From an optimization exercise on the open Yosys and OpenROAD flow, aimed at small area, a short achievable clock period and few clock cycles per item; shortcuts taken in it are not production practice. In this exercise RTL edits were held to simulation tests only and were not proved equivalent to the original. Power is estimated from default activity; no workload was simulated.

==> flow/design.v <==
package tlbpt_pkg;
  localparam int unsigned ADDR_W     = 16;
  localparam int unsigned CNT_W      = 32;
  localparam int unsigned IN_DATA_W  = 16;
  localparam int unsigned OUT_DATA_W = 120;
  localparam int unsigned PAGE_W     = 8;
  localparam int unsigned FRAME_W    = 8;
  localparam int unsigned OFF_W      = 8;
  localparam int unsigned FCNT_W     = PAGE_W + 1;
endpackage
module tlbpt_ctrl (
  input  logic clk,
  input  logic rst_n,
  input  logic in_tvalid,
  output logic in_tready,
  input  logic out_tready,
  output logic in_fire,     
  output logic a_move,      
  output logic b_commit,    
  output logic o_load,      
  output logic s_to_o,      
  output logic b_to_o,      
  output logic b_to_s,      
  output logic out_tvalid
);
  logic a_v, b_v, s_v, o_v;
  logic a_v_nxt, b_v_nxt, s_v_nxt;
  logic rdy_r;
  logic b_take;
  assign b_commit  = b_v && !s_v;
  assign b_take    = !b_v || !s_v;
  assign in_tready = rdy_r;
  assign in_fire   = in_tvalid && in_tready;
  assign a_move    = a_v && b_take;
  assign o_load    = !o_v || out_tready;
  assign s_to_o    = o_load && s_v;
  assign b_to_o    = o_load && !s_v && b_commit;
  assign b_to_s    = !o_load && b_commit;
  always_comb begin
    a_v_nxt = in_tready ? in_tvalid : a_v;
    b_v_nxt = b_take ? a_v : b_v;
    s_v_nxt = o_load ? 1'b0 : (s_v || b_commit);
  end
  always_ff @(posedge clk) begin
    if (!rst_n) begin
      a_v   <= 1'b0;
      b_v   <= 1'b0;
      s_v   <= 1'b0;
      o_v   <= 1'b0;
      rdy_r <= 1'b1;
    end else begin
      a_v   <= a_v_nxt;
      b_v   <= b_v_nxt;
      s_v   <= s_v_nxt;
      rdy_r <= !a_v_nxt || !b_v_nxt || !s_v_nxt;
      if (o_load) begin
        o_v <= s_v || b_commit;
      end
    end
  end
  assign out_tvalid = o_v;
endmodule
module tlbpt_datapath #(
  parameter int unsigned TLB_ENTRIES = 16,
  parameter int unsigned PAGE_COUNT  = 256
) (
  input  logic        clk,
  input  logic        rst_n,
  input  logic [15:0] in_tdata,
  input  logic        in_fire,
  input  logic        a_move,
  input  logic        b_commit,
  input  logic        s_to_o,
  input  logic        b_to_o,
  input  logic        b_to_s,
  output logic [tlbpt_pkg::OUT_DATA_W-1:0] out_tdata
);
  localparam int unsigned ADDR_W     = tlbpt_pkg::ADDR_W;
  localparam int unsigned CNT_W      = tlbpt_pkg::CNT_W;
  localparam int unsigned OUT_DATA_W = tlbpt_pkg::OUT_DATA_W;
  localparam int unsigned PAGE_W     = tlbpt_pkg::PAGE_W;
  localparam int unsigned FRAME_W    = tlbpt_pkg::FRAME_W;
  localparam int unsigned OFF_W      = tlbpt_pkg::OFF_W;
  localparam int unsigned FCNT_W     = tlbpt_pkg::FCNT_W;
  localparam int unsigned TLB_W      = $clog2(TLB_ENTRIES);
  localparam int unsigned GRP_N      = 16;
  localparam int unsigned GRP_SIZE   = PAGE_COUNT / GRP_N;
  localparam int unsigned ENT_W      = FRAME_W + 1;    
  logic [PAGE_W-1:0]  a_page;
  logic [OFF_W-1:0]   a_off;
  always_ff @(posedge clk) begin
    if (in_fire) begin
      a_page <= in_tdata[15:8];
      a_off  <= in_tdata[7:0];
    end
  end
  logic [ENT_W-1:0]   pt [PAGE_COUNT];
  logic [FRAME_W-1:0] free_r;
  logic [PAGE_W-1:0]             b_page;
  logic [OFF_W-1:0]              b_off;
  logic [GRP_N-1:0]              b_hi;       
  logic [GRP_SIZE-1:0]           b_lo;       
  logic [GRP_N-1:0][ENT_W-1:0]   b_grp;      
  logic                          b_hit;
  logic                          b_pv;
  logic                          b_fault;
  logic                          b_ins;      
  logic                          b_alloc;    
  logic [GRP_N-1:0][ENT_W-1:0]   a_grp;
  logic [GRP_N-1:0]              a_hi;
  logic [GRP_SIZE-1:0]           a_lo;
  logic                          a_same;     
  logic                          a_same_lo;
  always_comb begin
    for (int i = 0; i < GRP_N; i++) begin
      a_hi[i] = (a_page[7:4] == 4'(i));
    end
    for (int i = 0; i < GRP_SIZE; i++) begin
      a_lo[i] = (a_page[3:0] == 4'(i));
    end
  end
  assign a_same_lo = (a_page[3:0] == b_page[3:0]);
  assign a_same    = a_same_lo && (a_page[7:4] == b_page[7:4]);
  for (genvar g = 0; g < GRP_N; g++) begin : g_rd
    logic [ENT_W-1:0] l1 [4];
    logic [ENT_W-1:0] l2;
    for (genvar k = 0; k < 4; k++) begin : g_l1
      always_comb begin
        case (a_page[1:0])
          2'd0:    l1[k] = pt[g * GRP_SIZE + 4 * k + 0];
          2'd1:    l1[k] = pt[g * GRP_SIZE + 4 * k + 1];
          2'd2:    l1[k] = pt[g * GRP_SIZE + 4 * k + 2];
          default: l1[k] = pt[g * GRP_SIZE + 4 * k + 3];
        endcase
      end
    end
    always_comb begin
      case (a_page[3:2])
        2'd0:    l2 = l1[0];
        2'd1:    l2 = l1[1];
        2'd2:    l2 = l1[2];
        default: l2 = l1[3];
      endcase
    end
    assign a_grp[g] = (b_alloc && a_same_lo && b_hi[g]) ? {1'b1, free_r} : l2;
  end
  logic [PAGE_W-1:0]      tag_r [TLB_ENTRIES];
  logic [TLB_ENTRIES-1:0] tv_r;       
  logic [TLB_ENTRIES-1:0] ptr_r;      
  logic [TLB_ENTRIES-1:0] a_match;
  logic                   a_hit;
  always_comb begin
    for (int i = 0; i < TLB_ENTRIES; i++) begin
      if (b_ins && ptr_r[i]) begin
        a_match[i] = a_same;
      end else begin
        a_match[i] = tv_r[i] && (tag_r[i] == a_page);
      end
    end
  end
  assign a_hit = |a_match;
  always_ff @(posedge clk) begin
    if (a_move) begin
      b_page <= a_page;
      b_off  <= a_off;
      b_hi   <= a_hi;
      b_lo   <= a_lo;
      b_grp  <= a_grp;
      b_hit  <= a_hit;
    end
  end
  logic [FRAME_W-1:0] b_pf;
  logic [FRAME_W-1:0] b_frame;
  always_comb begin
    b_pv = 1'b0;
    b_pf = '0;
    for (int g = 0; g < GRP_N; g++) begin
      b_pv = b_pv | (b_hi[g] & b_grp[g][FRAME_W]);
      b_pf = b_pf | ({FRAME_W{b_hi[g]}} & b_grp[g][FRAME_W-1:0]);
    end
  end
  assign b_fault = !b_pv;
  assign b_frame = b_pv ? b_pf : free_r;
  assign b_ins   = b_commit && !b_hit;
  assign b_alloc = b_commit && b_fault;
  for (genvar p = 0; p < PAGE_COUNT; p++) begin : g_pt
    logic we;
    assign we = b_commit && b_hi[p / GRP_SIZE] && b_lo[p % GRP_SIZE] && !pt[p][FRAME_W];
    always_ff @(posedge clk) begin
      if (!rst_n) begin
        pt[p][FRAME_W] <= 1'b0;
      end else if (we) begin
        pt[p][FRAME_W] <= 1'b1;
      end
    end
    always_ff @(posedge clk) begin
      if (we) begin
        pt[p][FRAME_W-1:0] <= free_r;
      end
    end
  end
  for (genvar i = 0; i < TLB_ENTRIES; i++) begin : g_tlb
    always_ff @(posedge clk) begin
      if (b_ins && ptr_r[i]) begin
        tag_r[i] <= b_page;
      end
    end
  end
  always_ff @(posedge clk) begin
    if (!rst_n) begin
      free_r <= '0;
      tv_r   <= '0;
      ptr_r  <= TLB_ENTRIES'(1);
    end else begin
      if (b_alloc) begin
        free_r <= free_r + FRAME_W'(1);
      end
      if (b_ins) begin
        tv_r  <= tv_r | ptr_r;
        ptr_r <= {ptr_r[TLB_ENTRIES-2:0], ptr_r[TLB_ENTRIES-1]};
      end
    end
  end
  logic [ADDR_W-1:0]  s_phys;
  logic               s_hit, s_fault;
  logic [ADDR_W-1:0]  o_phys;
  logic               o_hit, o_fault;
  logic [CNT_W-1:0]   hits_r, misses_r;
  logic [FCNT_W-1:0]  faults_r;
  logic               r_hit, r_fault, r_load;
  always_ff @(posedge clk) begin
    if (b_to_s) begin
      s_phys  <= {b_frame, b_off};
      s_hit   <= b_hit;
      s_fault <= b_fault;
    end
    if (s_to_o) begin
      o_phys  <= s_phys;
      o_hit   <= s_hit;
      o_fault <= s_fault;
    end else if (b_to_o) begin
      o_phys  <= {b_frame, b_off};
      o_hit   <= b_hit;
      o_fault <= b_fault;
    end
  end
  assign r_load  = s_to_o || b_to_o;
  assign r_hit   = s_to_o ? s_hit   : b_hit;
  assign r_fault = s_to_o ? s_fault : b_fault;
  always_ff @(posedge clk) begin
    if (!rst_n) begin
      hits_r   <= '0;
      misses_r <= '0;
      faults_r <= '0;
    end else if (r_load) begin
      if (r_hit) begin
        if (hits_r != '1) begin
          hits_r <= hits_r + CNT_W'(1);
        end
      end else begin
        if (misses_r != '1) begin
          misses_r <= misses_r + CNT_W'(1);
        end
        if (r_fault) begin
          faults_r <= faults_r + FCNT_W'(1);
        end
      end
    end
  end
  assign out_tdata = {
    (OUT_DATA_W - 3 * CNT_W - 2 - ADDR_W)'(0),
    CNT_W'(faults_r),
    misses_r,
    hits_r,
    o_fault,
    o_hit,
    o_phys
  };
endmodule
module tlb_page_table_translator #(
  parameter int unsigned TLB_ENTRIES = 16,
  parameter int unsigned PAGE_COUNT  = 256,
  parameter int unsigned FRAME_COUNT = 256,
  parameter int unsigned OFFSET_BITS = 8
) (
  input  logic                             clk,
  input  logic                             rst_n,
  input  logic                             in_tvalid,
  output logic                             in_tready,
  input  logic [tlbpt_pkg::IN_DATA_W-1:0]  in_tdata,
  output logic                             out_tvalid,
  input  logic                             out_tready,
  output logic [tlbpt_pkg::OUT_DATA_W-1:0] out_tdata
);
  logic in_fire, a_move, b_commit, o_load, s_to_o, b_to_o, b_to_s;
  tlbpt_ctrl u_ctrl (
    .clk        (clk),
    .rst_n      (rst_n),
    .in_tvalid  (in_tvalid),
    .in_tready  (in_tready),
    .out_tready (out_tready),
    .in_fire    (in_fire),
    .a_move     (a_move),
    .b_commit   (b_commit),
    .o_load     (o_load),
    .s_to_o     (s_to_o),
    .b_to_o     (b_to_o),
    .b_to_s     (b_to_s),
    .out_tvalid (out_tvalid)
  );
  tlbpt_datapath #(
    .TLB_ENTRIES (TLB_ENTRIES),
    .PAGE_COUNT  (PAGE_COUNT)
  ) u_datapath (
    .clk       (clk),
    .rst_n     (rst_n),
    .in_tdata  (in_tdata),
    .in_fire   (in_fire),
    .a_move    (a_move),
    .b_commit  (b_commit),
    .s_to_o    (s_to_o),
    .b_to_o    (b_to_o),
    .b_to_s    (b_to_s),
    .out_tdata (out_tdata)
  );
endmodule
==> flow/run.sh <==
#!/bin/bash
# synth_recipe.tcl (not shown) runs the flow's synth.tcl, then flattens the netlist and writes it again
# the make line also repeats each setting of config.mk as NAME=value (left out here)
make -C /OpenROAD-flow-scripts/flow DESIGN_CONFIG=/design/flow/config.mk WORK_HOME=/design/flow/orfs CLKGATE_MAP_FILE= SYNTH_SCRIPT=/design/flow/synth_recipe.tcl finish
==> flow/config.mk <==
export PLATFORM = sky130hd
export DESIGN_NAME = tlb_page_table_translator
export DESIGN_NICKNAME = tlb_page_table_translator
export VERILOG_FILES = /design/flow/design.v
export SDC_FILE = /design/flow/constraint.sdc
export NUM_CORES = 4
export LEC_CHECK = 0
export CAP_MARGIN = 20
export CORE_MARGIN = 2
export CORE_UTILIZATION = 40
export PLACE_DENSITY = 0.6
export SETUP_SLACK_MARGIN = 3.8
export SLEW_MARGIN = 20
==> flow/constraint.sdc <==
create_clock -name core_clock -period 7.0 [get_ports {clk}]
set_input_delay 1.4000 -clock core_clock [delete_from_list [all_inputs] [get_ports {clk}]]
set_output_delay 1.4000 -clock core_clock [all_outputs]
set_load 0.01 [all_outputs]
==> impl_results.md, run 1 <==
- Most used cell, CP: mux2_2
- Reg-to-Reg Start: u_datapath.b_hi[12]
- Gr usage total: 21.3%
- I/O Pins: between 100 and 150
- DRC violation total after the first TritonRoute iteration: around 8k
- Register Area: 80200 sq um
- Slew @ Worst Pin: roughly 1200 ps
- Critical Path Start Type: register
- H-tree lvl count: 5
- Critical Path Sink Type: register
- Clock transition at path regs: 60 ps
- Max FO, Critical Path: 10
- Worst Hold Depth: 0
- Async SR Flop Fraction: 0%
- Dpl ws: 3110 ps
- Status: timing/DRC/antenna clean
- CTS hold repair buffers: 0
- FMAX: between 0.3 and 0.4 GHz
- Final core area utilization: 45.9%
- CTS Root Cell: clkbuf_16
- Buf/Inv on CP: 0
- Placed inst area: 115000 sq um
- First-pass DRT Iterations: 9
- Number of enable flip-flop cells after synthesis: 2421
- Rel. slew slack: 18.2%
- Ratio of cells with drive above 1 in the final layout: 21.4%
- Worst reg2reg path depth: 5
- CP Class: reg -> reg
- Slew Limit Fails: 0
- Synthesis-to-layout area growth: 14.3%
- CP max stage delay: 710 ps
- Register area share after synthesis: 73.1%
- Dominant cell by count in the synthesized netlist: edfxtp_1
- Worst min-delay path endpoint: u_datapath.b_off[0]
- Total chip power: ~35 mW
- Worst vdd ir: 0.173 mV
- Net count, final: ~6.5k
- Antenna violations before repair: 4
- Die area: 278000 sq um
- DR DRC count: 0
- Top-area cell type share of the netlist area: 66.3%
- CP required: 7670 ps
- Multi-input logic area: between 20000 and 30000 sq um
- Fillcell total: 22.9k
- Period utilisation layout: 45.9%
- Final ANT Viol Nets: 0
- Mapped cell area: 110000 sq um
- CP max stage cell: a221oi_1
- Primary FF master, synth: edfxtp_1
- Vias in the first global route: 58.2k
- Final setup viols: 0
- Final GP Congestion: roughly 0.87
- Initial Util: 40.2%
- Setup_tns: 0 ps
- CTS tree: done
- Mapped Cells: about 6.4k
- Largest net degree at the start of global routing: ~240
- First-pass GRT wire length: 429000 microns
- Vias: 60.5k
- CP cell instances: a22o_1 -> a221oi_1 -> nand4_1 -> mux2_2 -> mux2_2
- RSZ-0062 raised after global routing: true
- Fin. Hold Viols: 0
- Synth top area cells: edfxtp_1, mux4_2, dfxtp_1
- TritonCTS sink count: 2795
- Grt ovf: 0
- Worst r2r dst: u_datapath.o_phys[9]
- Die width: 528 microns
- Fin crit period: roughly 3200 ps
- Cell family with most CP delay: compound AO/OA/AOI/OAI gates
- CTS buffer count: 304
- Wire per inst: just under 30 microns
- Worst Path Arrival: 3890 ps
- Type of the worst min-delay path: reg -> reg
- Die Y: roughly 530 microns
- Placed cells: 9743
- Max-cap violations: 0
- Setup Skew: 66.9 ps
- Pleak: 40.4 nW
- Area leader, netlist: edfxtp_1
- Fin area: 125000 sq um
- R2R Setup Slk: 3790 ps
- Post-synth cell types: 64
- Final setup margin: between 3000 and 4000 ps
- Pwr/cell area: 282 nW/um^2
- #FFs+latches synth: 2795
- Vias per cell: 5.86
- Min-delay src: u_datapath.a_off[0]
- Number of port buffers: 112
- Core footprint: 273000 sq um
- Yosys warning total: 20
- Synth Area per Inst: ~17 sq um
- Final wirelength: 302000 microns
- Hold Slack: 422 ps
- Layout Cells excl Fill: 10.3k
- Clk buf depth: 4
- Worst skew pair latency: 980 ps
- Most instantiated cells after synthesis: edfxtp_1, nor2_1, mux4_2, nand2_1, dfxtp_1
- Row Count: 192
- DP HPWL: 174000 microns
[report_power, final]
group,total [mW],leakage (nW),switching (mW),internal [mW]
combinational,1.48,10.9,0.888,0.591
sequential,18.2,24.7,0.137,18.1
clock,15.7,4.73,6.37,9.36
total,35.4,40.4,7.39,28.0
[metal layers]
metal | wire, microns | up-vias | GRT usage [%]
met5 | 0 | - | 0
met4 | 11100 | 0 | 7.31
met3 | 27500 | 578 | 4.08
met2 | 142000 | 3079 | 33.7
met1 | 121000 | 31700 | 29.4
li1 | - | 25200 | -
[kinds of logic after synthesis]
family / Yosys count / share of synthesized area, %
multiplexers: 781 / 14.0
other: 1 / 0.00342
AND/OR/NAND/NOR: 1324 / 5.12
XOR/XNOR: 197 / 1.57
buffers and inverters: 521 / 1.95
adder cells (fa/ha/maj): 4 / 0.0456
flip-flops: 2795 / 73.1
AO/OA/AOI/OAI: 752 / 4.27
[worst max path at each step]
| stage | endpoint | start | cells past startpoint |
|---|---|---|---|
| floorplan | u_datapath.b_grp[0] | u_ctrl.b_v | 1 |
| global placement | u_datapath.b_grp[112] | u_datapath.b_hi[5] | 7 |
| detailed placement | u_datapath.b_grp[16] | u_datapath.a_page[0] | 5 |
| CTS | u_datapath.b_grp[66] | u_datapath.a_page[0] | 5 |
| global route | u_datapath.b_grp[3] | u_datapath.a_page[0] | 8 |
| finish | u_datapath.o_phys[9] | u_datapath.b_hi[12] | 5 |
[registers in the layout, summed over array words and instances (netlist names), 8 cells and up]
signal	count
u_datapath.pt	2304
u_datapath.b_grp	144
u_datapath.tag_r	128
u_datapath.hits_r	32
u_datapath.misses_r	32
u_datapath.b_hi	16
u_datapath.b_lo	16
u_datapath.o_phys	16
u_datapath.ptr_r	16
u_datapath.s_phys	16
u_datapath.tv_r	16
u_datapath.faults_r	9
u_datapath.a_off	8
u_datapath.a_page	8
u_datapath.b_off	8
u_datapath.b_page	8
u_datapath.free_r	8
[placed cells by master, fill, tap and decap left out, types with 23 or more instances in the layout]
cell / count
edfxtp_1: 2421
nor2_1: 619
mux4_2: 585
nand2_1: 390
a21oi_1: 356
dfxtp_1: 347
clkbuf_16: 314
mux2_2: 139
xnor2_1: 112
buf_4: 108
dlygate4sd2_1: 92
xor2_1: 85
o21ai_0: 81
a221oi_1: 64
clkbuf_1: 63
nand4_1: 61
mux2i_1: 56
o22ai_1: 52
a22oi_1: 46
clkinv_1: 46
nor2_2: 45
a22o_1: 45
nand3_1: 42
clkinv_2: 38
inv_1: 37
conb_1: 29
bufinv_16: 27
nor4_1: 24
a31oi_1: 23
clkbuf_8: 23
[worst reg2reg max path, cell delays in order (launching register included)]
cell,delay (ps)
edfxtp_1,620
a22o_1,420
a221oi_1,710
nand4_1,480
mux2_2,450
mux2_2,280
[layout make-up]
type / instances / share of cell area [%]
antenna: 3 / 0.00599
clock buffer: 397 / 6.65
clock inverter: 134 / 1.10
inverter: 44 / 0.158
multi-input combinational: 3089 / 22.2
sequential: 2795 / 64.0
tap: 3589 / 3.58
timing repair buffer: 273 / 2.33
[timing repair]
item / in CTS / in global routing
gates resized for setup: 179 / 29
buffers inserted: 16 / 12
pin swaps: 2 / 4
cloned: 9 / 4
endpoints found under the hold margin: 0 / 0
endpoints found under the setup margin: 1836 / 377
Testbench counts, summed over its fixed seeds: cycles 12,024, items 12,000.
==> run 2, diff against run 1 <==
--- a/flow/design.v
+++ b/flow/design.v
@@ -88,10 +88,14 @@
   localparam int unsigned ENT_W      = FRAME_W + 1;    
   logic [PAGE_W-1:0]  a_page;
   logic [OFF_W-1:0]   a_off;
+  logic [15:0]        a_lo;       
   always_ff @(posedge clk) begin
     if (in_fire) begin
       a_page <= in_tdata[15:8];
       a_off  <= in_tdata[7:0];
+      for (int i = 0; i < 16; i++) begin
+        a_lo[i] <= (in_tdata[11:8] == 4'(i));
+      end
     end
   end
   logic [ENT_W-1:0]   pt [PAGE_COUNT];
@@ -108,41 +112,25 @@
   logic                          b_alloc;    
   logic [GRP_N-1:0][ENT_W-1:0]   a_grp;
   logic [GRP_N-1:0]              a_hi;
-  logic [GRP_SIZE-1:0]           a_lo;
   logic                          a_same;     
   logic                          a_same_lo;
   always_comb begin
     for (int i = 0; i < GRP_N; i++) begin
       a_hi[i] = (a_page[7:4] == 4'(i));
     end
-    for (int i = 0; i < GRP_SIZE; i++) begin
-      a_lo[i] = (a_page[3:0] == 4'(i));
-    end
   end
   assign a_same_lo = (a_page[3:0] == b_page[3:0]);
   assign a_same    = a_same_lo && (a_page[7:4] == b_page[7:4]);
-  for (genvar g = 0; g < GRP_N; g++) begin : g_rd
-    logic [ENT_W-1:0] l1 [4];
-    logic [ENT_W-1:0] l2;
-    for (genvar k = 0; k < 4; k++) begin : g_l1
-      always_comb begin
-        case (a_page[1:0])
-          2'd0:    l1[k] = pt[g * GRP_SIZE + 4 * k + 0];
-          2'd1:    l1[k] = pt[g * GRP_SIZE + 4 * k + 1];
-          2'd2:    l1[k] = pt[g * GRP_SIZE + 4 * k + 2];
-          default: l1[k] = pt[g * GRP_SIZE + 4 * k + 3];
-        endcase
-      end
-    end
-    always_comb begin
-      case (a_page[3:2])
-        2'd0:    l2 = l1[0];
-        2'd1:    l2 = l1[1];
-        2'd2:    l2 = l1[2];
-        default: l2 = l1[3];
-      endcase
+  always_comb begin
+    for (int g = 0; g < GRP_N; g++) begin
+      a_grp[g] = '0;
+      for (int j = 0; j < GRP_SIZE; j++) begin
+        a_grp[g] = a_grp[g] | ({ENT_W{a_lo[j]}} & pt[g * GRP_SIZE + j]);
+      end
+      if (b_alloc && a_same_lo && b_hi[g]) begin
+        a_grp[g] = {1'b1, free_r};
+      end
     end
-    assign a_grp[g] = (b_alloc && a_same_lo && b_hi[g]) ? {1'b1, free_r} : l2;
   end
   logic [PAGE_W-1:0]      tag_r [TLB_ENTRIES];
   logic [TLB_ENTRIES-1:0] tv_r;       
@@ -194,7 +182,7 @@
       end
     end
     always_ff @(posedge clk) begin
-      if (we) begin
+      if (!pt[p][FRAME_W]) begin
         pt[p][FRAME_W-1:0] <= free_r;
       end
     end
--- a/flow/config.mk
+++ b/flow/config.mk
@@ -7,7 +7,9 @@
 export LEC_CHECK = 0
 export CAP_MARGIN = 20
 export CORE_MARGIN = 2
-export CORE_UTILIZATION = 40
-export PLACE_DENSITY = 0.6
-export SETUP_SLACK_MARGIN = 3.8
+export CORE_UTILIZATION = 50
+export CTS_CLUSTER_DIAMETER = 100
+export CTS_CLUSTER_SIZE = 24
+export PLACE_DENSITY = 0.65
+export SETUP_SLACK_MARGIN = 4.3
 export SLEW_MARGIN = 20
==> run 2 against run 1 <==
Against the previous run: still clean; synthesized cell count up 3.7%; combinational power fell by 18%; sequential power about the same; sequential cell count increased by 16; non-clock buffer count increased by 76; highest routed layer is now met5.
==> impl_results.md, run 2 <==
- First-pass GRT wire length: 423000 microns
- Largest register FFs: 2304
- Grt ovf: 0
- Slew @ Worst Pin: 1210 ps
- Clock transition at path regs: 100 ps
- Switching share of power: 21.9%
- Post-synth cell types: 63
- Dominant cell by count in the synthesized netlist: edfxtp_1
- Most common cell after layout, fill and taps aside: edfxtp_1
- Fillcell total: 16.1k
- Antenna violations before repair: 5
- CP max stage delay: 420 ps
- Number of port buffers: 112
- Number of enable flip-flop cells after synthesis: between 2k and 2.5k
- CTS tree: done
- Wire per inst: 31.6 microns
- Final setup margin: 4180 ps
- Top reg by flops: u_datapath.pt
- Placed inst area: 108000 sq um
- TritonCTS sink count: 2811
- Initial Util: 50.3%
- Flop pwr share: between 60 and 70%
- Final ANT Viol Nets: 0
- Yosys warning total: 4
- CP startpoint: u_datapath.o_phys[12]
- Setup_tns: 0 ps
- Setup Skew: between 30 and 40 ps
- Cell family with most CP delay: flip-flops
- Period utilisation layout: a little over 40%
- Final setup viols: 0
- Rel. slew slack: 19.0%
- Net count, final: roughly 6.7k
- Fin crit period: 2820 ps
- CP Class: reg -> out
- Biggest regs: u_datapath.pt (2304), u_datapath.b_grp (144), u_datapath.tag_r (128)
- Gr usage total: 27.7%
- Final wirelength: ~300000 microns
- Critical Path Sink Type: output pin
- Multi-input logic area: 20600 sq um
- Buf/Inv on CP: 1
- Reg-to-Reg Start: u_datapath.a_lo[0]
- Largest net degree at the start of global routing: 225
- RSZ-0062 raised after global routing: true
- Synth Area per Inst: 15.7 sq um
- I/O Pins: 142
- Commonest non-fill, non-tap cells in the layout: edfxtp_1, a22oi_1, nor2_1
- Ratio of cells with drive above 1 in the final layout: 9.48%
- Core footprint: 207000 sq um
- #FFs+latches synth: 2811
- Die width: ~460 microns
- Worst vdd ir: 0.278 mV
- Critical Path Start Type: register
- Layout Cells excl Fill: roughly 9.5k
- Final GP Congestion: between 0.8 and 0.9
- Top-area cell type share of the netlist area: 70.3%
- Slew Limit Fails: 0
- Combinational share of power: 4.3%
- Register Area: 80900 sq um
- Synthesis-to-layout area growth: 8.89%
- Async SR Flop Fraction: 0%
- Total net switching power: 6.26 mW
- DRC violation total after the first TritonRoute iteration: 9553
- Dpl ws: 2890 ps
- Pwr/cell area: around 250 nW/um^2
- Placed cells: 9083
- Max FO, Critical Path: 1
- Primary FF master, synth: edfxtp_1
- Mapped cell area: 104000 sq um
- Most instantiated cells after synthesis: edfxtp_1, a22oi_1, nor2_1, dfxtp_1, a21oi_1
- Min-delay src: u_datapath.a_off[3]
- CP cell instances: buf_2
- Area leader, netlist: edfxtp_1
- Max-cap violations: 0
- Row Count: 167
- Fin area: between 100000 and 150000 sq um
- Worst Path Arrival: between 1000 and 1500 ps
- Fin. Hold Viols: 0
- Clk buf depth: 3
- Synth top area cells: edfxtp_1, dfxtp_1, a22oi_1
- DP HPWL: 165000 microns
- H-tree lvl count: 4
- Register area share after synthesis: 77.5%
- CTS buffer count: 135
- CP required: 5600 ps
- FMAX: about 0.35 GHz
- CP max stage cell: edfxtp_1
- Pint: 22.3 mW
- Hold Slack: between 400 and 500 ps
- Type of the worst min-delay path: reg -> reg
- CTS Root Cell: clkbuf_16
- Mapped Cells: ~6.6k
- Vias per cell: around 6.6
- Vias: 62.2k
- Clock share of power: 31.2%
- Die area: 212000 sq um
- Status: timing/DRC/antenna clean
- Die Y: roughly 460 microns
- First-pass DRT Iterations: 8
- Worst skew pair latency: roughly 850 ps
- DR DRC count: 0
- Vias in the first global route: 58.1k
- Pleak: 41.9 nW
[run 2: changes by cell type after synthesis, moves of 73 or more]
cell and change:
a221oi_1 +261, a22o_1 +279, a22oi_1 +530, and3_1 +73, inv_1 +237, mux2_2 -114, mux4_2 -585, nand2_1 -319
nand4_1 +82, nor2_1 -98
[run 2: logic make-up (layout without fill, tap and decap cells)]
group           Yosys count  in the layout  share of synthesized area [%]
mux                      33             33                          0.348
compound gates         1679           1679                           12.1
xor+xnor                193            193                           1.62
simple gates           1135           1135                           5.42
flops                  2811           2811                           77.5
other cells               1             35                        0.00360
buf+inv                 757            876                           2.91
fa+ha+maj                 4              4                         0.0481
[run 2: path summary, 6_finish.rpt]
check                           to  slack, ps  depth (start not counted)
max reg2reg  u_datapath.b_grp[130]       4300                          7
min            u_datapath.b_off[3]        440                          0
max                  out_tdata[12]       4180                          1
min reg2reg    u_datapath.b_off[3]        440                          0
[run 2: what timing repair did]
item	in CTS	in global routing
setup endpoints to repair	625	253
hold buffers	0	0
pin swaps	1	1
cloned	0	1
setup buffers	100	30
gates resized for setup	598	26
[run 2: metrics by stage]
step | power [mW] | util, %
finish | 28.6 | 54.8
global route | 29.2 | 54.8
CTS | 28.6 | 54.6
detailed placement | 20.0 | 52.1
global placement | 20.0 | 52.1
floorplan | 19.4 | -
[run 2: area by class of cell]
type / count / area share, %
Antenna cell: 6 / 0.0133
Multi-Input combinational cell: 3073 / 18.2
Clock buffer: 237 / 3.36
Timing Repair Buffer: 349 / 2.99
Inverter: 278 / 0.941
Clock inverter: 12 / 0.119
Tap cell: 2704 / 2.99
Sequential cell: 2811 / 71.4
[run 2: routing by layer]
metal  track usage, %  share of wire [%]  vias to the layer above
met5                0              0.013                        -
met4             8.25                3.2                        6
met3             5.50                 12                      517
met2             42.8                 46                     3903
met1             39.8                 39                    31800
li1                 -                  -                    25900
[run 2: power by group through the flow]
stage	Clock [mW]	Combinational (mW)	Sequential, mW
after floorplan	0	0.636	18.8
after global placement	0	1.13	18.9
after detailed placement	0	1.14	18.9
after CTS	8.98	1.17	18.5
after global routing	9.52	1.25	18.5
final	8.92	1.22	18.5
Testbench counts of run 2, summed over its fixed seeds: cycles 12,024, items 12,000.
==> run 3, diff against run 2 <==
--- a/flow/design.v
+++ b/flow/design.v
@@ -83,18 +83,20 @@
   localparam int unsigned OFF_W      = tlbpt_pkg::OFF_W;
   localparam int unsigned FCNT_W     = tlbpt_pkg::FCNT_W;
   localparam int unsigned TLB_W      = $clog2(TLB_ENTRIES);
-  localparam int unsigned GRP_N      = 16;
+  localparam int unsigned GRP_N      = 8;
   localparam int unsigned GRP_SIZE   = PAGE_COUNT / GRP_N;
   localparam int unsigned ENT_W      = FRAME_W + 1;    
+  localparam int unsigned LO_W       = $clog2(GRP_SIZE);
+  localparam int unsigned HI_W       = PAGE_W - LO_W;
   logic [PAGE_W-1:0]  a_page;
   logic [OFF_W-1:0]   a_off;
-  logic [15:0]        a_lo;       
+  logic [GRP_SIZE-1:0] a_lo;      
   always_ff @(posedge clk) begin
     if (in_fire) begin
       a_page <= in_tdata[15:8];
       a_off  <= in_tdata[7:0];
-      for (int i = 0; i < 16; i++) begin
-        a_lo[i] <= (in_tdata[11:8] == 4'(i));
+      for (int i = 0; i < GRP_SIZE; i++) begin
+        a_lo[i] <= (in_tdata[8 +: LO_W] == LO_W'(i));
       end
     end
   end
@@ -103,7 +105,6 @@
   logic [PAGE_W-1:0]             b_page;
   logic [OFF_W-1:0]              b_off;
   logic [GRP_N-1:0]              b_hi;       
-  logic [GRP_SIZE-1:0]           b_lo;       
   logic [GRP_N-1:0][ENT_W-1:0]   b_grp;      
   logic                          b_hit;
   logic                          b_pv;
@@ -116,11 +117,11 @@
   logic                          a_same_lo;
   always_comb begin
     for (int i = 0; i < GRP_N; i++) begin
-      a_hi[i] = (a_page[7:4] == 4'(i));
+      a_hi[i] = (a_page[PAGE_W-1:LO_W] == HI_W'(i));
     end
   end
-  assign a_same_lo = (a_page[3:0] == b_page[3:0]);
-  assign a_same    = a_same_lo && (a_page[7:4] == b_page[7:4]);
+  assign a_same_lo = (a_page[LO_W-1:0] == b_page[LO_W-1:0]);
+  assign a_same    = a_same_lo && (a_page[PAGE_W-1:LO_W] == b_page[PAGE_W-1:LO_W]);
   always_comb begin
     for (int g = 0; g < GRP_N; g++) begin
       a_grp[g] = '0;
@@ -152,7 +153,6 @@
       b_page <= a_page;
       b_off  <= a_off;
       b_hi   <= a_hi;
-      b_lo   <= a_lo;
       b_grp  <= a_grp;
       b_hit  <= a_hit;
     end
@@ -173,7 +173,8 @@
   assign b_alloc = b_commit && b_fault;
   for (genvar p = 0; p < PAGE_COUNT; p++) begin : g_pt
     logic we;
-    assign we = b_commit && b_hi[p / GRP_SIZE] && b_lo[p % GRP_SIZE] && !pt[p][FRAME_W];
+    assign we = b_commit && b_hi[p / GRP_SIZE] && (b_page[LO_W-1:0] == LO_W'(p % GRP_SIZE))
+                && !pt[p][FRAME_W];
     always_ff @(posedge clk) begin
       if (!rst_n) begin
         pt[p][FRAME_W] <= 1'b0;
==> run 3 against run 2 <==
Against the previous run: clock skew is 10 ps higher; utilization is 0.84 points higher; combinational power is 12% lower; final cell count is 2.4% lower; maximum frequency is 4.5% lower; still clean; largest power group unchanged.
==> impl_results.md, run 3 <==
- CP cell instances: buf_2
- Critical Path Start Type: register
- Initial Util: 50.4%
- Clk buf depth: 3
- Top-area cell type share of the netlist area: 70.3%
- Final setup viols: 0
- DP HPWL: 176000 microns
- Gr usage total: 31.0%
- Buf/Inv on CP: 1
- Synth Area per Inst: 15.7 sq um
- RSZ-0062 raised after global routing: true
- Setup_tns: 0 ps
- Top reg by flops: u_datapath.pt
- Placed inst area: 105000 sq um
- Critical Path Sink Type: output pin
- CP max stage cell: edfxtp_1
- CTS Root Cell: clkbuf_16
- Dominant cell by count in the synthesized netlist: edfxtp_1
- Core footprint: around 200000 sq um
- Vias: between 60k and 70k
- Most instantiated cells after synthesis: edfxtp_1, a22oi_1, nor2_1, dfxtp_1, clkbuf_1
- Number of port buffers: 112
- Ratio of cells with drive above 1 in the final layout: a little under an eighth
- Dpl ws: between 3000 and 4000 ps
- H-tree lvl count: 4
- Die width: 453 microns
- Fin crit period: 2950 ps
- Layout Cells excl Fill: 9247
- Period utilisation layout: 42.2%
- Final ANT Viol Nets: 0
- Mapped cell area: between 100000 and 150000 sq um
- Type of the worst min-delay path: reg -> reg
- Net count, final: 6508
- Most common cell after layout, fill and taps aside: edfxtp_1
- Largest net degree at the start of global routing: around 230
- Area leader, netlist: edfxtp_1
- First-pass GRT wire length: around 450000 microns
- Max-cap violations: 0
- CP Class: reg -> out
- Rel. slew slack: 17.3%
- Final wirelength: around 340000 microns
- Grt ovf: 0
- Final setup margin: 4050 ps
- Worst skew pair latency: 870 ps
- Vias in the first global route: 58.7k
- Max FO, Critical Path: 1
- Slew @ Worst Pin: 1240 ps
- TritonCTS sink count: between 2k and 3k
- Mapped Cells: 6401
- #FFs+latches synth: 2731
- DR DRC count: 0
- Pleak: 41.3 nW
- I/O Pins: 142
- Setup Skew: 47.0 ps
- Fillcell total: 15.5k
- CP max stage delay: 520 ps
- Fin. Hold Viols: 0
- Final GP Congestion: 0.876
- CTS buffer count: between 100 and 150
- Status: timing/DRC/antenna clean
- Yosys warning total: 4
- Clock transition at path regs: 90 ps
- FMAX: 0.339 GHz
- Worst Path Arrival: 1550 ps
- Pwr/cell area: 247 nW/um^2
- Number of enable flip-flop cells after synthesis: approximately 2.4k
- R2R Setup Slk: approximately 4200 ps
- Slew Limit Fails: 0
- Commonest non-fill, non-tap cells in the layout: edfxtp_1, a22oi_1, nor2_1
- DRC violation total after the first TritonRoute iteration: 11.8k
- Final core area utilization: 55.6%
- Primary FF master, synth: edfxtp_1
- Worst vdd ir: 0.262 mV
- Fin area: 111000 sq um
- Biggest regs: u_datapath.pt (2304), u_datapath.tag_r (128), u_datapath.b_grp (72)
- Vias per cell: 6.88
- CTS tree: done
- Async SR Flop Fraction: 0%
- Row Count: roughly 160
- First-pass DRT Iterations: 6
- Synth top area cells: edfxtp_1, dfxtp_1, a22oi_1
- Largest register FFs: 2304
- Die area: ~200000 sq um
- Antenna violations before repair: 11
- Die Y: 453 microns
- Placed cells: 8855
- CTS hold repair buffers: 0
- Synthesis-to-layout area growth: 10.4%
- CP required: about 5600 ps
- Post-synth cell types: 59
- Cell family with most CP delay: flip-flops
- Wire per inst: 36.8 microns
- Register area share after synthesis: 77.8%
## run 3: changes by cell type after synthesis, sizes merged, moves of 55 or more
cell,previous run,this run
nand3,113,168
nor2,569,377
nor3,25,101
a21oi,363,300
and3,87,21
a41oi,58,2
nand4,160,258
edfxtp,2437,2357
## run 3: cell type report
cell class	count	area (sq um)	share of cell area [%]
diodes	4	10.0	0.00901
clock buffers	218	3630	3.26
clock inverters	19	270	0.243
inverters	280	1080	0.974
multi-input cells	2957	20200	18.2
flip-flops and latches	2731	78500	70.6
well taps	2656	3320	2.99
repair buffers	382	4110	3.70
## run 3: logic make-up after synthesis
| kind of cell | synth area share (%) |
|---|---|
| and+or+nand+nor | 5.61 |
| muxes | 0.270 |
| xor gates and xnor gates | 1.73 |
| adders and majority gates | 0.0497 |
| DFF | 77.8 |
| other | 0.00373 |
| AOI/OAI and AO/OA | 11.7 |
| buffers and inverters | 2.90 |
## run 3: per-stage QoR
step,hold slack [ps],power [mW]
floorplan,400,18.4
global placement,404,18.8
detailed placement,406,18.9
CTS,429,27.3
global route,438,28.0
finish,427,27.5
## run 3: report_power, final
group	internal [mW]	leakage [nW]	switching, mW
logic	0.215	8.27	0.855
registers	17.5	31.2	0.0580
clock network	3.66	1.85	5.15
total	21.4	41.3	6.06
## run 3: repair_timing
| item | CTS | global route |
|---|---|---|
| setup buffers | 94 | 38 |
| resized for setup | 701 | 105 |
| setup endpoints to repair | 499 | 409 |
| gates cloned | 1 | 18 |
| pin swaps | 16 | 27 |
## run 3: worst paths after layout
kind                         startpoint              endpoint  depth (start not counted)
setup / recovery  u_datapath.o_phys[14]         out_tdata[14]                          1
hold / removal      u_datapath.a_off[2]   u_datapath.b_off[2]                          0
setup reg to reg     u_datapath.a_lo[3]  u_datapath.b_grp[59]                          7
hold reg to reg     u_datapath.a_off[2]   u_datapath.b_off[2]                          0
## run 3: routing by layer
| layer | global-route usage (%) | part of all wire [%] | up-vias |
|---|---|---|---|
| met2 | 48.9 | 45 | 5343 |
| met4 | 12.9 | 5.5 | 10 |
| li1 | - | - | 25300 |
| met1 | 41.8 | 35 | 32100 |
| met5 | 0 | 0.021 | - |
| met3 | 7.05 | 14 | 913 |
Testbench counts of run 3, summed over its fixed seeds: cycles 12,024, items 12,000.
==> run 4, diff against run 3 <==
--- a/flow/design.v
+++ b/flow/design.v
@@ -223,7 +223,13 @@
       s_hit   <= b_hit;
       s_fault <= b_fault;
     end
-    if (s_to_o) begin
+  end
+  always_ff @(posedge clk) begin
+    if (!rst_n) begin
+      o_phys  <= '0;
+      o_hit   <= 1'b0;
+      o_fault <= 1'b0;
+    end else if (s_to_o) begin
       o_phys  <= s_phys;
       o_hit   <= s_hit;
       o_fault <= s_fault;
--- a/flow/config.mk
+++ b/flow/config.mk
@@ -11,5 +11,5 @@
 export CTS_CLUSTER_DIAMETER = 100
 export CTS_CLUSTER_SIZE = 24
 export PLACE_DENSITY = 0.65
-export SETUP_SLACK_MARGIN = 4.3
+export SETUP_SLACK_MARGIN = 4.4
 export SLEW_MARGIN = 20
==> run 4 against run 3 <==
Against the previous run: worst setup slack improved by 220 ps; register-to-register slack improved by 130 ps; synthesized cell count decreased by 0.20%; via count decreased by 0.96%; largest power group unchanged; total power decreased by 2.2%; first-iteration DRC count decreased by 6.6%; sequential share of layout area decreased by 0.53 points; still clean.
==> impl_results.md, run 4 <==
- CP cell instances: buf_6
- Total net switching power: 5.55 mW
- Largest register FFs: 2304
- Final setup viols: 0
- DR DRC count: 0
- Fillcell total: roughly 16k
- Final GP Congestion: 0.888
- DRC violation total after the first TritonRoute iteration: ~11k
- CTS tree: done
- Pwr/cell area: 240 nW/um^2
- Pleak: a little over 40 nW
- Combinational share of power: 1.7%
- Commonest non-fill, non-tap cells in the layout: edfxtp_1, a22oi_1, a22o_1
- Slew @ Worst Pin: 1310 ps
- Fin. Hold Viols: 0
- Max-cap violations: 0
- CP required: between 5000 and 6000 ps
- Mapped cell area: 101000 sq um
- Buf/Inv on CP: 1
- Dominant cell by count in the synthesized netlist: edfxtp_1
- Cell family with most CP delay: flip-flops
- Top-area cell type share of the netlist area: 69.4%
- Async SR Flop Fraction: 0%
- Placed inst area: 105000 sq um
- Synth Area per Inst: 15.8 sq um
- CP max stage delay: 380 ps
- Max FO, Critical Path: 2
- Most common cell after layout, fill and taps aside: edfxtp_1
- Rel. slew slack: about an eighth
- Wire per inst: 35.7 microns
- Synth top area cells: edfxtp_1, dfxtp_1, a22oi_1
- Critical Path Start Type: register
- Yosys warning total: 4
- Worst skew pair latency: 840 ps
- Fin crit period: 2730 ps
- Die Y: 454 microns
- Grt ovf: 0
- Fin area: 112000 sq um
- Row Count: between 150 and 200
- Switching share of power: 20.7%
- First-pass GRT wire length: approximately 450000 microns
- Vias: approximately 63k
- Flop pwr share: 65.4%
- CP max stage cell: dfxtp_4
- Type of the worst min-delay path: reg -> reg
- TritonCTS sink count: 2731
- Worst Path Arrival: 1330 ps
- Area leader, netlist: edfxtp_1
- Gr usage total: 31.4%
- CP Class: reg -> out
- Post-synth cell types: 61
- Worst vdd ir: roughly 0.26 mV
- Setup Skew: 44.9 ps
- Ratio of cells with drive above 1 in the final layout: 11.2%
- Clk buf depth: 3
- Final wirelength: 331000 microns
- Period utilisation layout: between 30% and 40%
- Largest net degree at the start of global routing: 146
- CTS buffer count: around 130
- Vias in the first global route: 58.4k
- Number of enable flip-flop cells after synthesis: about 2.3k
- DP HPWL: 185000 microns
- Primary FF master, synth: edfxtp_1
- Initial Util: around half
- Clock share of power: about a third
- First-pass DRT Iterations: 7
- CTS Root Cell: clkbuf_16
- Biggest regs: u_datapath.pt (2304), u_datapath.tag_r (128), u_datapath.b_grp (72)
- Synthesis-to-layout area growth: 10.5%
- Setup_tns: 0 ps
- Top reg by flops: u_datapath.pt
- Final ANT Viol Nets: 0
- Slew Limit Fails: 0
- Status: timing/DRC/antenna clean
- Die width: 454 microns
- Vias per cell: 6.81
- Most instantiated cells after synthesis: edfxtp_1, a22oi_1, dfxtp_1, clkbuf_1
- I/O Pins: 142
- Clock transition at path regs: around 100 ps
- Pint: 21.3 mW
- Antenna violations before repair: 9
- Mapped Cells: around 6.4k
- Net count, final: about 6.5k
- Die area: 206000 sq um
- FMAX: approximately 0.37 GHz
- Core footprint: around 200000 sq um
- Number of port buffers: 112
- #FFs+latches synth: roughly 2.7k
- H-tree lvl count: 4
- Critical Path Sink Type: output pin
- Register area share after synthesis: 77.2%
- RSZ-0062 raised after global routing: true
-- run 4: repair_timing --
| action | CTS | global route |
|---|---|---|
| gates cloned | 1 | 3 |
| setup endpoints to repair | 305 | 345 |
| hold buffers | 0 | 0 |
| gates resized for setup | 778 | 104 |
| setup buffers | 102 | 13 |
| pin swaps | 23 | 34 |
-- run 4: logic make-up (layout without fill, tap and decap cells) --
logic type | Yosys count | after routing | share of synthesized area, %
buf+inv | 703 | 871 | 2.76
flops | 2731 | 2731 | 77.2
compound gates | 1644 | 1644 | 12.6
other cells | 1 | 30 | 0.00371
simple gates | 1109 | 1109 | 5.73
mux | 1 | 1 | 0.00989
xor+xnor | 195 | 195 | 1.69
fa+ha+maj | 4 | 4 | 0.0495
-- run 4: power by group through the flow --
stage / registers (mW) / clock network (mW) / logic (mW)
5_1_grt: 17.6 / 9.38 / 0.468
6_report: 17.6 / 8.84 / 0.456
2_1_floorplan: 17.9 / 0 / 0.228
4_1_cts: 17.6 / 8.84 / 0.435
3_5_place_dp: 18.0 / 0 / 0.414
3_3_place_gp: 18.0 / 0 / 0.408
-- run 4: per-layer routing --
metal | track usage (%) | share of wire, %
met5 | 0 | 0.034
met3 | 7.33 | 13
met2 | 49.3 | 46
met1 | 42.8 | 36
met4 | 11.9 | 4.5
-- run 4: path summary, 6_finish.rpt --
path	startpoint	to	slack (ps)	depth (start not counted)
max reg2reg	u_datapath.a_lo[21]	u_datapath.b_grp[48]	4300	6
max	u_datapath.hits_r[27]	out_tdata[45]	4270	1
min	u_datapath.a_off[2]	u_datapath.b_off[2]	420	0
min reg2reg	u_datapath.a_off[2]	u_datapath.b_off[2]	420	0
-- run 4: final cells by class --
class	instances	area (sq um)	area share, %
Tap cell	2672	3340	2.99
Multi-Input combinational cell	2982	21300	19.0
Antenna cell	1	2.50	0.00224
Timing Repair Buffer	365	3860	3.46
Inverter	275	1030	0.925
Clock inverter	18	290	0.260
Sequential cell	2731	78300	70.1
Clock buffer	213	3630	3.25
-- run 4: per-stage QoR --
stage / hold slack [ps] / power (mW) / setup slack [ps] / instances / utilization, %
2_1_floorplan: 400 / 18.2 / 4160 / 6416 / -
5_1_grt: 430 / 27.4 / 4230 / 9257 / 55.4
4_1_cts: 425 / 26.8 / 4120 / 9239 / 55.1
6_report: 418 / 26.9 / 4270 / 9257 / 55.4
3_5_place_dp: 406 / 18.4 / 2920 / 8905 / 52.2
3_3_place_gp: 408 / 18.4 / 2990 / 8902 / 52.2
Testbench counts of run 4, summed over its fixed seeds: cycles 12,024, items 12,000.
==> run 5, diff against run 4 <==
--- a/flow/config.mk
+++ b/flow/config.mk
@@ -9,7 +9,7 @@
 export CORE_MARGIN = 2
 export CORE_UTILIZATION = 50
 export CTS_CLUSTER_DIAMETER = 100
-export CTS_CLUSTER_SIZE = 24
+export CTS_CLUSTER_SIZE = 28
 export PLACE_DENSITY = 0.65
 export SETUP_SLACK_MARGIN = 4.4
 export SLEW_MARGIN = 20
==> run 5 against run 4 <==
Against the previous run: first-iteration DRC count up 1.7%; via count down 0.30%; non-clock buffer count up 12; combinational power about the same; utilization down 0.28 points; clock power down 11%; clock skew down 6.1 ps; die area unchanged.
==> impl_results.md, run 5 <==
- CP max stage delay: 390 ps
- Status: timing/DRC/antenna clean
- Gr usage total: 31.3%
- Combinational share of power: 1.8%
- Worst min-delay path endpoint: u_datapath.b_off[2]
- Final GP Congestion: about 0.89
- Antenna violations before repair: 9
- CP max stage cell: dfxtp_4
- Flop pwr share: 67.8%
- DRC violation total after the first TritonRoute iteration: 11.2k
- Critical Path Start Type: register
- Max FO, Critical Path: 2
- Wire per inst: ~36 microns
- Net count, final: 6499
- First-pass DRT Iterations: 8
- Number of port buffers: 112
- Mapped Cells: 6388
- H-tree lvl count: 3
- Setup_tns: 0 ps
- Row Count: 165
- Min-delay src: u_datapath.a_off[2]
- Multi-input logic area: 21300 sq um
- FMAX: 0.366 GHz
- Fin crit period: roughly 2700 ps
- Critical Path Sink Type: output pin
- Clock transition at path regs: 120 ps
- DR DRC count: 0
- Period utilisation layout: 39.0%
- Clk buf depth: 3
- Pleak: 41.1 nW
- Top reg by flops: u_datapath.pt
- Buf/Inv on CP: 1
- Reg-to-Reg Start: u_datapath.a_lo[26]
- Placed cells: slightly below 9k
- CP cell instances: buf_6
- Die area: roughly 200000 sq um
- Most common cell after layout, fill and taps aside: edfxtp_1
- Slew @ Worst Pin: ~1300 ps
- Area leader, netlist: edfxtp_1
- Worst reg2reg path depth: 7
- Worst skew pair latency: 840 ps
- Mapped cell area: around 100000 sq um
- Post-synth cell types: 61
- Number of enable flip-flop cells after synthesis: about 2.3k
- Fin. Hold Viols: 0
- Synth Area per Inst: 15.8 sq um
- Grt ovf: 0
- Worst vdd ir: 0.197 mV
- CTS tree: done
- Die width: 454 microns
- Clock share of power: between 30 and 40%
- Largest register FFs: 2304
- Final ANT Viol Nets: 0
- #FFs+latches synth: roughly 2.7k
- Pwr/cell area: 233 nW/um^2
- Fillcell total: 15.7k
- Die Y: 454 microns
- Layout Cells excl Fill: a little over 9k
- Most instantiated cells after synthesis: edfxtp_1, a22oi_1, dfxtp_1, clkbuf_1
- Max-cap violations: 0
- First-pass GRT wire length: around 450000 microns
- Dominant cell by count in the synthesized netlist: edfxtp_1
- Total chip power: 25.9 mW
- CP Class: reg -> out
- Rel. slew slack: between 10% and 20%
- Pint: 20.6 mW
- Vias per cell: 6.81
- Ratio of cells with drive above 1 in the final layout: approximately 11%
- Type of the worst min-delay path: reg -> reg
- Slew Limit Fails: 0
- R2R Setup Slk: between 4000 and 5000 ps
- Switching share of power: 20.4%
- Yosys warning total: 4
- Register Area: 78300 sq um
- Final wirelength: 331000 microns
- Worst r2r dst: u_datapath.b_grp[3]
- TritonCTS sink count: 2731
- Synthesis-to-layout area growth: 9.94%
- Primary FF master, synth: edfxtp_1
- Initial Util: 50.2%
- Vias: 62.8k
- Setup Skew: 38.8 ps
- CTS hold repair buffers: 0
- CTS buffer count: 108
- Cell family with most CP delay: flip-flops
- Core footprint: 202000 sq um
- Register area share after synthesis: 77.2%
- Worst Path Arrival: 1330 ps
- Worst Hold Depth: 0
- Synth top area cells: edfxtp_1, dfxtp_1, a22oi_1
- DP HPWL: 185000 microns
- Final setup viols: 0
- Async SR Flop Fraction: 0%
- RSZ-0062 raised after global routing: true
- Largest net degree at the start of global routing: 146
- I/O Pins: around 140
- CTS Root Cell: clkbuf_16
- Top-area cell type share of the netlist area: 69.4%
- CP required: between 5000 and 6000 ps
- Total net switching power: 5.28 mW
- Biggest regs: u_datapath.pt (2304), u_datapath.tag_r (128), u_datapath.b_grp (72)
- Commonest non-fill, non-tap cells in the layout: edfxtp_1, a22oi_1, a22o_1
- Vias in the first global route: 58.1k
run 5: cell types whose count changed in the layout (fill, tap and decap cells not counted), sizes merged:
| cell | delta |
|---|---|
| diode | +1 |
| clkbuf | -26 |
| inv | -5 |
| clkinv | -4 |
| clkdlybuf4s50 | -1 |
| buf | +8 |
| dlymetal6s2s | +1 |
run 5: metal layers:
| metal | GRT usage (%) | vias to the layer above | share of wire [%] |
|---|---|---|---|
| li1 | - | 25200 | - |
| met5 | 0 | - | 0.0072 |
| met3 | 6.60 | 676 | 14 |
| met1 | 43.1 | 32100 | 36 |
| met2 | 49.2 | 4887 | 46 |
| met4 | 11.7 | 4 | 4.2 |
run 5: power groups by stage:
stage          Combinational, mW  Clock, mW  Sequential (mW)
2_1_floorplan              0.228          0             17.9
3_3_place_gp               0.408          0             18.0
3_5_place_dp               0.414          0             18.0
4_1_cts                    0.436       7.89             17.6
5_1_grt                    0.472       8.41             17.6
6_report                   0.458       7.90             17.6
run 5: per-stage QoR:
step	hold slack, ps	worst slack (ps)	utilization, %	cell area (sq um)
after floorplan	400	4160	-	101000
after global placement	408	2990	52.2	105000
after detailed placement	406	2920	52.2	105000
after CTS	425	4120	54.7	110000
after global routing	430	4250	55.1	111000
final	420	4270	55.1	111000
run 5: layout make-up:
type / instances / area share (%)
diodes: 2 / 0.00450
multi-input cells: 2982 / 19.2
well taps: 2672 / 3.01
clock inverters: 9 / 0.0911
clock buffers: 183 / 2.72
flip-flops and latches: 2731 / 70.4
repair buffers: 377 / 3.66
inverters: 275 / 0.929
run 5: repair_timing:
action	CTS	global route
gates cloned	1	7
gates resized for setup	792	102
setup endpoints to repair	320	318
pin swaps	26	37
buffers inserted	103	20
run 5: worst max-delay path by stage:
| stage | to | from | depth (start not counted) |
|---|---|---|---|
| after floorplan | u_datapath.faults_r[3] | out_tready | 8 |
| after global routing | u_datapath.b_hit | u_datapath.b_hit | 7 |
| final | out_tdata[17] | u_datapath.o_fault | 1 |
| after global placement | u_datapath.faults_r[3] | out_tready | 7 |
| after detailed placement | u_datapath.faults_r[3] | out_tready | 7 |
| after CTS | u_datapath.b_hit | u_ctrl.b_v | 7 |
run 5: cells by family after synthesis:
logic type      share of synthesized area, %
flops                                   77.2
compound gates                          12.6
simple gates                            5.73
buf+inv                                 2.76
xor+xnor                                1.69
fa+ha+maj                             0.0495
other cells                          0.00371
mux                                  0.00989
==> run 6, diff against run 5 <==
--- a/flow/config.mk
+++ b/flow/config.mk
@@ -7,9 +7,9 @@
 export LEC_CHECK = 0
 export CAP_MARGIN = 20
 export CORE_MARGIN = 2
-export CORE_UTILIZATION = 50
+export CORE_UTILIZATION = 55
 export CTS_CLUSTER_DIAMETER = 100
-export CTS_CLUSTER_SIZE = 28
-export PLACE_DENSITY = 0.65
+export CTS_CLUSTER_SIZE = 24
+export PLACE_DENSITY = 0.7
 export SETUP_SLACK_MARGIN = 4.4
 export SLEW_MARGIN = 20
==> run 6 against run 5 <==
Against the previous run: final area barely moved; combinational power about the same; register-to-register slack barely moved; critical path depth unchanged; die area decreased by 9.0%; worst setup slack got worse by 36 ps; worst hold slack better by 10 ps; global-route usage increased by 2.4 points; sequential cell count stayed put; sequential power barely moved; area after synthesis unchanged; critical endpoint is now out_tdata[26].
==> impl_results.md, run 6 <==
- Status: timing/DRC/antenna clean
- RSZ-0062 raised after global routing: true
- Biggest regs: u_datapath.pt (2304), u_datapath.tag_r (128), u_datapath.b_grp (72)
- TritonCTS sink count: ~2.7k
- Slew @ Worst Pin: 1140 ps
- Final setup margin: 4230 ps
- Antenna violations before repair: 9
- DP HPWL: roughly 180000 microns
- Period utilisation layout: roughly two fifths
- Fin. Hold Viols: 0
- Critical Path Start Type: register
- Total chip power: 26.7 mW
- Initial Util: between 50% and 60%
- Switching share of power: 20.3%
- Final ANT Viol Nets: 0
- Worst reg2reg path depth: 7
- Layout Cells excl Fill: 9063
- CP Class: reg -> out
- Clock transition at path regs: 100 ps
- Pleak: just over 40 nW
- Largest family of logic cells by synthesized area: compound AO/OA/AOI/OAI gates
- Setup_tns: 0 ps
- Most common cell after layout, fill and taps aside: edfxtp_1
- Gr usage total: around a third
- Commonest non-fill, non-tap cells in the layout: edfxtp_1, a22oi_1, a22o_1
- Vias: 63.3k
- Top-area cell type share of the netlist area: between 60 and 70%
- Number of port buffers: 112
- Worst r2r dst: u_datapath.b_hit
- Reg-to-Reg Start: u_datapath.b_hit
- Max-cap violations: 0
- Max FO, Critical Path: 5
- Async SR Flop Fraction: 0%
- CTS hold repair buffers: 0
- Area leader, netlist: edfxtp_1
- Row Count: 157
- CTS tree: done
- CP Depth: 1
- CP max stage delay: 410 ps
- CTS buffer count: 132
- Cell family with most CP delay: flip-flops
- Final wirelength: approximately 320000 microns
- Min-delay src: u_datapath.a_off[0]
- Dominant cell by count in the synthesized netlist: edfxtp_1
- Post-synth cell types: 61
- Final GP Congestion: 0.901
- Critical Path Sink Type: output pin
- Core footprint: 183000 sq um
- Fin crit period: 2770 ps
- Top reg by flops: u_datapath.pt
- First-pass GRT wire length: 445000 microns
- Grt ovf: 0
- Wire per inst: about 36 microns
- Largest register FFs: 2304
- Largest net degree at the start of global routing: 193
- Register area share after synthesis: 77.2%
- First-pass DRT Iterations: 6
- Rel. slew slack: about a quarter
- I/O Pins: 142
- Vias per cell: 6.98
- Synth Area in Simple Gates: 5.73%
- Synthesis-to-layout area growth: 9.98%
- Worst Setup EP: out_tdata[26]
- Dpl ws: 2990 ps
- Ratio of cells with drive above 1 in the final layout: 11.3%
- Buf/Inv on CP: 1
- Synth Area in Compound Gates: 12.6%
- FMAX: 0.362 GHz
- Mapped cell area: approximately 100000 sq um
- Worst vdd ir: 0.286 mV
- CP required: 5600 ps
- Synth Area per Inst: roughly 16 sq um
- Adder-cell share of the synthesized area: 0.0495%
- Number of enable flip-flop cells after synthesis: 2339
- Die Y: ~430 microns
- Worst skew pair latency: around 850 ps
- Die width: between 400 and 500 microns
- Most instantiated cells after synthesis: edfxtp_1, a22oi_1, dfxtp_1, clkbuf_1
- DR DRC count: 0
- Final setup viols: 0
- Mux contribution to synthesized area: less than 1%
- R2R Setup Slk: 4330 ps
- Net count, final: approximately 6.5k
- Placed cells: 8691
- Pint: 21.3 mW
- CP startpoint: u_datapath.hits_r[8]
- CTS Root Cell: clkbuf_16
- Clk buf depth: 3
- Setup Skew: 48.3 ps
- Slew Limit Fails: 0
- Vias in the first global route: 59.5k
- Primary FF master, synth: edfxtp_1
- Total net switching power: around 5.4 mW
- #FFs+latches synth: approximately 2.7k
- Synth Area in XOR/XNOR: 1.69%
- CP cell instances: buf_6
- Combinational share of power: under 10%
- H-tree lvl count: 4
- Die area: 187000 sq um
- Mapped Cells: about 6.4k
- Clock share of power: about a third
- CP max stage cell: dfxtp_4
- Yosys warning total: 4
- Synth top area cells: edfxtp_1, dfxtp_1, a22oi_1
- Worst Path Arrival: roughly 1400 ps
- Fillcell total: 13.2k
- Pwr/cell area: 240 nW/um^2
- DRC violation total after the first TritonRoute iteration: 11.6k
- Type of the worst min-delay path: reg -> reg
- Flop pwr share: 65.8%
run 6: cell counts after synthesis:
No cell type changed its count.
run 6: timing repair:
| item | 4_1_cts | 5_1_grt |
|---|---|---|
| cloned | 2 | 4 |
| setup endpoints to repair | 333 | 285 |
| resized for setup | 751 | 79 |
| setup buffers | 105 | 33 |
| pin swaps | 15 | 33 |
run 6: stage by stage:
stage	hold slack, ps	util, %	area [sq um]
global placement	406	57.4	105000
global route	452	60.8	111000
floorplan	400	-	101000
finish	431	60.8	111000
detailed placement	405	57.4	105000
CTS	431	60.5	111000
run 6: worst min path at each step:
stage,cells past startpoint,to,slack [ps]
after floorplan,0,u_datapath.b_off[0],400
after global placement,0,u_datapath.b_off[0],410
after detailed placement,0,u_datapath.b_off[6],400
after CTS,0,u_datapath.b_off[0],430
after global routing,0,u_datapath.b_off[0],450
final,0,u_datapath.b_off[0],430
run 6: routing by layer:
layer  GRT usage, %  wire (microns)  vias to the layer above
met3           8.07           44800                     1010
met1           44.7          112000                    31800
li1               -               -                    25300
met5              0              92                        -
met4           17.0           19400                       10
met2           52.2          147000                     5240
run 6: cell families (layout without fill, tap and decap cells):
kind of cell | Yosys count | in the layout
other cells | 1 | 34
xor+xnor | 195 | 195
fa+ha+maj | 4 | 4
compound gates | 1644 | 1644
simple gates | 1109 | 1109
buf+inv | 703 | 881
mux | 1 | 1
flops | 2731 | 2731
run 6: power groups by stage:
| stage | combinational [mW] | sequential, mW | clock [mW] |
|---|---|---|---|
| 5_1_grt | 0.466 | 17.6 | 9.15 |
| 4_1_cts | 0.428 | 17.6 | 8.62 |
| 3_3_place_gp | 0.402 | 18.0 | 0 |
| 2_1_floorplan | 0.228 | 17.9 | 0 |
| 6_report | 0.456 | 17.6 | 8.67 |
| 3_5_place_dp | 0.408 | 18.0 | 0 |
run 6: worst reg2reg max path: stages, from the launching register on:
cell,delay [ps]
edfxtp_1,500
nor3b_4,210
buf_4,170
and2_1,450
nor4_1,150
a41oi_1,260
nand4_1,210
or4_1,450
run 6: area by class of cell:
cell class              instances  area (sq um)  share of cell area, %
flip-flops and latches       2731         78400                   70.4
clock buffers                 208          3610                   3.24
diodes                          5          12.5                 0.0112
multi-input cells            2982         21100                   19.0
well taps                    2464          3080                   2.77
repair buffers                384          3860                   3.47
clock inverters                14           163                  0.146
inverters                     275          1030                  0.929

==> separate check: timing with driven ports <==
No port has a modelled driver above. Below, the same layouts with a new extraction and two added sets of constraints. Step 1, drivers: a clkbuf_16 drives clk and a buf_2 each remaining input, both assumed. Step 2 times the ports against the registers' clock, not the clock port: input delays grow and output delays shrink by t, the midpoint of the rising clock arrivals with the driver on. Three values: no drivers, after step 1, after step 2; two values: the first two.
| run | t (ns) | setup WS [ns] | pins driven straight from the clock port |
|---|---|---|---|
| run 1 | 1.025 | 3.788 / 3.788 / 3.204 | 1 |
| run 2 | 0.924 | 4.180 / 4.083 / 3.525 | 1 |
| run 3 | 0.944 | 4.047 / 3.950 / 3.435 | 1 |
| run 4 | 0.916 | 4.269 / 4.183 / 3.543 | 1 |
| run 5 | 0.899 | 4.271 / 4.183 / 3.840 | 1 |
| run 6 | 0.918 | 4.235 / 4.146 / 3.838 | 1 |
After both steps every run listed still meets setup and hold. For run 4, which loses most, drivers alone change the setup slack by -0.086 ns; drivers and shift together by -0.726 ns.
